From an optimization exercise on the open Yosys and OpenROAD flow, aimed at small area, a short achievable clock period and few clock cycles per item; shortcuts taken in it are not production practice.
In this exercise RTL edits were held to simulation tests only and were not proved equivalent to the original.

==> flow/design.v, too long to show whole: its modules and the start of the top module <==
// module tdpf_step_w20_k4: 1046 lines
// module tdpf_step_w9_k4: 848 lines
// module tdpf_rstep_w20_k4: 598 lines
// module tdpf_store: 36 lines
// module trial_division_prime_factorizer_unit: 520 lines
module trial_division_prime_factorizer_unit #(
	parameter int MAX_DIVISOR = 1048576
) (
	input  logic                         clk,
	input  logic                         arst_n,
	input  logic                         s_tvalid,
	output logic                         s_tready,
	input  logic [tdpf_pkg::NUM_W-1:0]   s_tdata,   
	output logic                         m_tvalid,
	input  logic                         m_tready,
	output logic [tdpf_pkg::TDATA_W-1:0] m_tdata,   
	output logic [tdpf_pkg::STATUS_W-1:0] m_tuser,  
	output logic                         m_tlast,
	input  logic                         cfg_valid,
	output logic                         cfg_ready,
	input  logic [tdpf_pkg::CFG_W-1:0]   cfg_data   
);
  // ...
==> flow/run.sh <==
#!/bin/bash
# synth_recipe.tcl (not shown) runs the flow's synth.tcl, then flattens the netlist and writes it again
# the make line also repeats each setting of config.mk as NAME=value (left out here)
make -C /OpenROAD-flow-scripts/flow DESIGN_CONFIG=/design/flow/config.mk WORK_HOME=/design/flow/orfs CLKGATE_MAP_FILE= SYNTH_SCRIPT=/design/flow/synth_recipe.tcl finish
==> flow/config.mk <==
export PLATFORM = sky130hd
export DESIGN_NAME = trial_division_prime_factorizer_unit
export DESIGN_NICKNAME = trial_division_prime_factorizer_unit
export VERILOG_FILES = /design/flow/design.v
export SDC_FILE = /design/flow/constraint.sdc
export NUM_CORES = 4
export LEC_CHECK = 0
export CAP_MARGIN = 20
export CORE_MARGIN = 2
export CORE_UTILIZATION = 55
export SETUP_SLACK_MARGIN = 1.2
export SLEW_MARGIN = 20
==> flow/constraint.sdc <==
create_clock -name core_clock -period 6.0 [get_ports {clk}]
set_input_delay 1.2000 -clock core_clock [delete_from_list [all_inputs] [get_ports {clk}]]
set_output_delay 1.2000 -clock core_clock [all_outputs]
set_load 0.01 [all_outputs]
==> impl_results.md, run 1 <==
- Buffers, non-clock: 406
- Fmax: 207.3 MHz
- Area Growth Syn to Fin: 15.13%
- Critical path class: flip-flop to output port
- Storage element area: 22550 sq um
- Commonest cells post-synth: inv_1, nand2_1, edfxtp_1
- Critical path buffer and inverter count: 5
- Largest registers: u_store.g_slot.p_q (260), p_q (64), u_store.g_slot.c_q (54)
- Post-Synth XOR/XNOR Area: 0.02920
- Mapped Area: 57880 sq um
- Fraction of area in non-clock buffers: 0.05276
- GRT Max-Usage Layer: met2
- CTS HTree Levels: 3
- Routability cong.: 0.9430
- FF-to-FF Start: cr_q[0]
- Syn Area/Cell: 10.11 sq um
- Gr ovfl total: 0
- GR Util met2: 0.5149
- Drt first pass iters: 9
- Hold crit path type: flip-flop to flip-flop
- Synth Register Bits: 839
- Final net count: 6706
- Critical path required time: 4.80 ns
- Final ANT Viol Nets: 0
- Metal3 WL: 15370 microns
- Register area share after synthesis: 0.3887
- Multi-input combinational area share: 0.4971
- Fillers: 8724
- Outcome: timing/DRC/antenna clean
- Ant diodes: 1
- Initial DRC Count: 4389
- Clock slew at reported path FFs: 0.06 ns
- Detailed placement HPWL: 131300 microns
- CTS-repair resized insts: 245
- Most flops, register: u_store.g_slot.p_q
- Post-synth EDFFs: 557
Testbench counts, summed over its fixed seeds: cycles 53,202, items 320.
==> run 2, diff against run 1 <==
--- a/flow/config.mk
+++ b/flow/config.mk
@@ -7,6 +7,6 @@
 export LEC_CHECK = 0
 export CAP_MARGIN = 20
 export CORE_MARGIN = 2
-export CORE_UTILIZATION = 55
-export SETUP_SLACK_MARGIN = 1.2
+export CORE_UTILIZATION = 60
+export SETUP_SLACK_MARGIN = 1.3
 export SLEW_MARGIN = 20
==> impl_results.md, run 2 <==
- Fin crit period: 4.868 ns (was 4.825 ns)
- Mapped Cells: 5723 (unchanged)
- Die area: 98970 sq um (was 107900 sq um)
- Setup-failing EPs final: 0 (unchanged)
- Final ANT Viol Nets: 0 (unchanged)
- Layout cells sized above 1: 0.1527 (was 0.1239)
- Max stage delay on crit path: 0.61 ns (was 0.36 ns)
- Gr ovfl total: 0 (unchanged)
- Row count: 113 (was 119)
- Critical path buffer and inverter count: 6 (was 5)
- First-pass GRT wire length: 273200 microns (was 272100 microns)
- Most used cell, CP: fa_2
- Slowest library cell on the worst path: fa_2 (was dfxtp_4)
- Critical path destination: cr_q[11] (was m_tdata[1])
- Worst-Margin Slew: 1.129 ns (was 1.061 ns)
- Mapped Area: 57880 sq um (unchanged)
- TritonCTS clock tree: yes (unchanged)
- DRC viols: 0 (unchanged)
- Die W: 314.6 microns (was 328.4 microns)
- Worst R2R End: cr_q[11] (was cr_q[2])
- Syn Area/Cell: 10.11 sq um (unchanged)
- Final wirelength: 182100 microns (was 181900 microns)
- CP Launch Type: flip-flop (unchanged)
- Clock Path Buffers: 3 (unchanged)
- Placed Area: 61290 sq um (was 61470 sq um)
- FF-to-FF Start: sr_q[0] (was cr_q[0])
- Register area share after synthesis: 0.3887 (unchanged)
- Tot GR Track Use: 0.3638 (was 0.3323)
- Met1 Use GR: 0.5280 (was 0.4850)
- Core Region: 95290 sq um (was 104800 sq um)
- Routability cong.: 0.9642 (was 0.9430)
- Synth top area share: 0.2890 (unchanged)
- Yosys cell types: 93 (unchanged)
- Worst hold stages: 0 (unchanged)
- Vias in the first global route: 44895 (was 43754)
- Final core utilization: 0.7100 (was 0.6358)
- RSZ-0062 raised after global routing: yes (unchanged)
- Fin. Hold Viols: 0 (unchanged)
- Max reg flops: 260 (unchanged)
- Critical path required time: 6.56 ns (was 4.80 ns)
- Port-buffer cells: 178 (unchanged)
- CP Cell Sequence: fa_1 > ha_2 > inv_2 > fa_2 > inv_4 > buf_6 > ha_4 > nand2_2 > o21ai_2 > a211oi_2 > a211oi_2 > o21ai_2 > o21a_4 > buf_12 > nor2_4 > fa_2 > inv_2 > fa_1 > inv_1 > fa_2 > nor2b_1 (was buf_4 > ha_4 > buf_8 > nor3b_4 > buf_4 > buf_6 > a221o_1 > o211ai_1 > nand3_1 > o211ai_1 > nand3_1 > o21ai_2 > a41oi_2 > a211oi_2 > a2111oi_2 > buf_2)
- CTS buffer count: 95 (was 94)
- Reg2Reg Depth: 21 (was 17)
- Critical path class: flip-flop to flip-flop (was flip-flop to output port)
- Area Growth Syn to Fin: 16.89% (was 15.13%)
- Max-slew headroom: 0.2418 (was 0.2869)
- Top_reg_cell synth: edfxtp_1 (unchanged)
- Area leader, netlist: edfxtp_1 (unchanged)
- Setup TNS Final: 0 ns (unchanged)
- Outcome: timing/DRC/antenna clean (unchanged)
- Largest registers: u_store.g_slot.p_q (260), p_q (64), u_store.g_slot.c_q (54) (unchanged)
- Ranking of synthesized cells by area: edfxtp_1, fa_1, dfxtp_1, ha_1, inv_1 (unchanged)
- Most common cell in the netlist: inv_1 (unchanged)
- Vias: 46198 (was 45080)
- Synth warnings: 23 (unchanged)
- Critical Path Stages: 21 (was 16)
- Commonest cells after routing, fill and taps aside: inv_1, nand2_1, edfxtp_1 (unchanged)
- Post-DR wirelength/cell: 24.81 microns (was 24.52 microns)
- Max Cap Viol: 0 (unchanged)
- CTS HTree Levels: 3 (unchanged)
- Setup crit start: sr_q[0] (was top_q[1])
- Most common cell after layout, fill and taps aside: inv_1 (unchanged)
- GRT met3 Usage: 0.07187 (was 0.04897)
- Initial core utilization: 0.6074 (was 0.5522)
- Vias/cell: 6.294 (was 6.076)
- Synth Register Bits: 839 (unchanged)
- Clk latency of the worst-skew pair: 0.71 ns (was 0.70 ns)
- Post-synth EDFFs: 557 (unchanged)
- Detailed placement HPWL: 128900 microns (was 131300 microns)
- Asr flop ratio synth: 0.02980 (unchanged)
- Final worst setup slack: 1.132 ns (was 1.175 ns)
- Drt first pass iters: 6 (was 9)
- Hold crit path type: flip-flop to flip-flop (unchanged)
- Most flops, register: u_store.g_slot.p_q (unchanged)
- GRT Max-Usage Layer: met2 (unchanged)
- Worst-path fanout max: 5 (was 6)
- Pins Over Slew Limit: 0 (unchanged)
- Largest delay contributor family on the critical path: adder cells (was compound AO/OA/AOI/OAI gates)
- Clock slew at reported path FFs: 0.06 ns (about the same)
- CTS root buf: clkbuf_16 (unchanged)
- GR Util met2: 0.5453 (was 0.5149)
- Clock sink count: 839 (unchanged)
- I/O Pins: 184 (unchanged)
- Period Utilization, post-route: 0.8113 (was 0.8041)
- Die Y-Extent: 314.6 microns (was 328.4 microns)
- Fmax: 205.4 MHz (was 207.3 MHz)
- Initial DRC Count: 5320 (was 4389)
- Largest net degree at the start of global routing: 79 (was 70)
- Worst EP arrival: 5.42 ns (was 3.62 ns)
- Crit path capture type: flip-flop (was output port)
- Final net count: 6749 (was 6706)
- Layout Skew: 0.03611 ns (was 0.03888 ns)
- Worst reg2reg setup slack: 1.13 ns (was 1.22 ns)
- Commonest cells post-synth: inv_1, nand2_1, edfxtp_1 (unchanged)
- Design area: 67660 sq um (was 66640 sq um)
- Worst slack, placed: 0.6344 ns (was 0.5513 ns)
- Initial antenna violation count: 7 (was 5)
- CTS Hold Bufs: 0 (unchanged)
==> run 2: cell count changes in the layout (fill, tap and decap cells not counted), moves of 14 or more <==
cell,before,now
fa_2,16,55
fa_1,393,354
buf_6,15,37
clkbuf_1,34,19
inv_1,641,627
buf_4,207,227
==> run 2: cell type report <==
| cell class | instances | area, sq um |
|---|---|---|
| clock buffers | 125 | 2623 |
| inverters | 674 | 2577 |
| repair buffers | 447 | 3943 |
| fillers | 7134 | 27640 |
| diodes | 3 | 7.507 |
| multi-input cells | 3933 | 33580 |
| clock inverters | 54 | 779.5 |
| well taps | 1265 | 1583 |
| flip-flops and latches | 839 | 22570 |
==> run 2: routing by layer <==
| layer | routed length, microns | part of all wire | vias to the layer above |
|---|---|---|---|
| met3 | 19310 | 0.11 | 389 |
| li1 | - | - | 20506 |
| met2 | 80590 | 0.44 | 2425 |
| met5 | 34 | 0.00019 | - |
| met1 | 75090 | 0.41 | 22872 |
| met4 | 7100 | 0.039 | 6 |
==> run 2: through the flow <==
step	hold slack, ns	cells
CTS	0.4613	7247
global placement	0.4622	7016
floorplan	0.4064	5726
finish	0.4702	7340
detailed placement	0.4607	7016
global route	0.4746	7337
==> run 2: worst min path at each step <==
stage / start / end / slack, ns
finish: bds_q[0] / bq0_q[0] / 0.47
global route: bds_q[0] / bq0_q[0] / 0.47
CTS: bds_q[0] / bq0_q[0] / 0.46
detailed placement: bds_q[1] / bq0_q[1] / 0.46
global placement: bds_q[4] / bq0_q[4] / 0.46
floorplan: ds_q[10] / q0_q[10] / 0.41
==> run 2: cell families after synthesis <==
| logic type | after synthesis | synth area share |
|---|---|---|
| and+or+nand+nor | 1679 | 0.1393 |
| AOI/OAI and AO/OA | 1164 | 0.1361 |
| buffers and inverters | 960 | 0.06286 |
| DFF | 839 | 0.3887 |
| adders and majority gates | 691 | 0.2015 |
| muxes | 195 | 0.04224 |
| xor gates and xnor gates | 193 | 0.02920 |
| other | 2 | 0.0001297 |
==> run 2: worst reg2reg max path: stages (launching register included) <==
cell and delay, ns:
dfxtp_2 0.33, fa_1 0.53, ha_2 0.18, inv_2 0.04
fa_2 0.61, inv_4 0.08, buf_6 0.13, ha_4 0.15
nand2_2 0.05, o21ai_2 0.05, a211oi_2 0.32, a211oi_2 0.09
o21ai_2 0.25, o21a_4 0.24, buf_12 0.15, nor2_4 0.05
fa_2 0.36, inv_2 0.06, fa_1 0.41, inv_1 0.09
fa_2 0.41, nor2b_1 0.13
==> run 2: timing repair <==
action / in CTS / in global routing
cloned: 5 / 3
buffers inserted: 47 / 87
pin swaps: 97 / 143
gates resized for setup: 278 / 326
hold endpoints to repair: 0 / 0
setup endpoints to repair: 302 / 353

## re-timing with driven ports
In the flow no input, the clock included, has a driving cell. The finished layouts below were timed again as built, in two steps. Step 1 sets driving cells, clkbuf_16 on the clock port and buf_2 on the other inputs (assumed; they add their load-dependent delay and slew). Step 2, shift: input delay + t, output delay - t, t = (earliest + latest rising clock arrival at the registers) / 2. This alone moves slack from input paths to output paths. a / b / c = no drivers / after step 1 / after step 2; a / b = the first two.
run | shift t [ns] | setup WS [ns] | worst slew at a driven data input, ns | pins driven straight from the clock port
run 1 | 0.752 | 1.175 / 1.107 / 1.221 | 0.09 | 1
run 2 | 0.760 | 1.132 / 1.132 / 1.132 | 0.07 | 1
After both steps setup and hold are still met in every run listed.
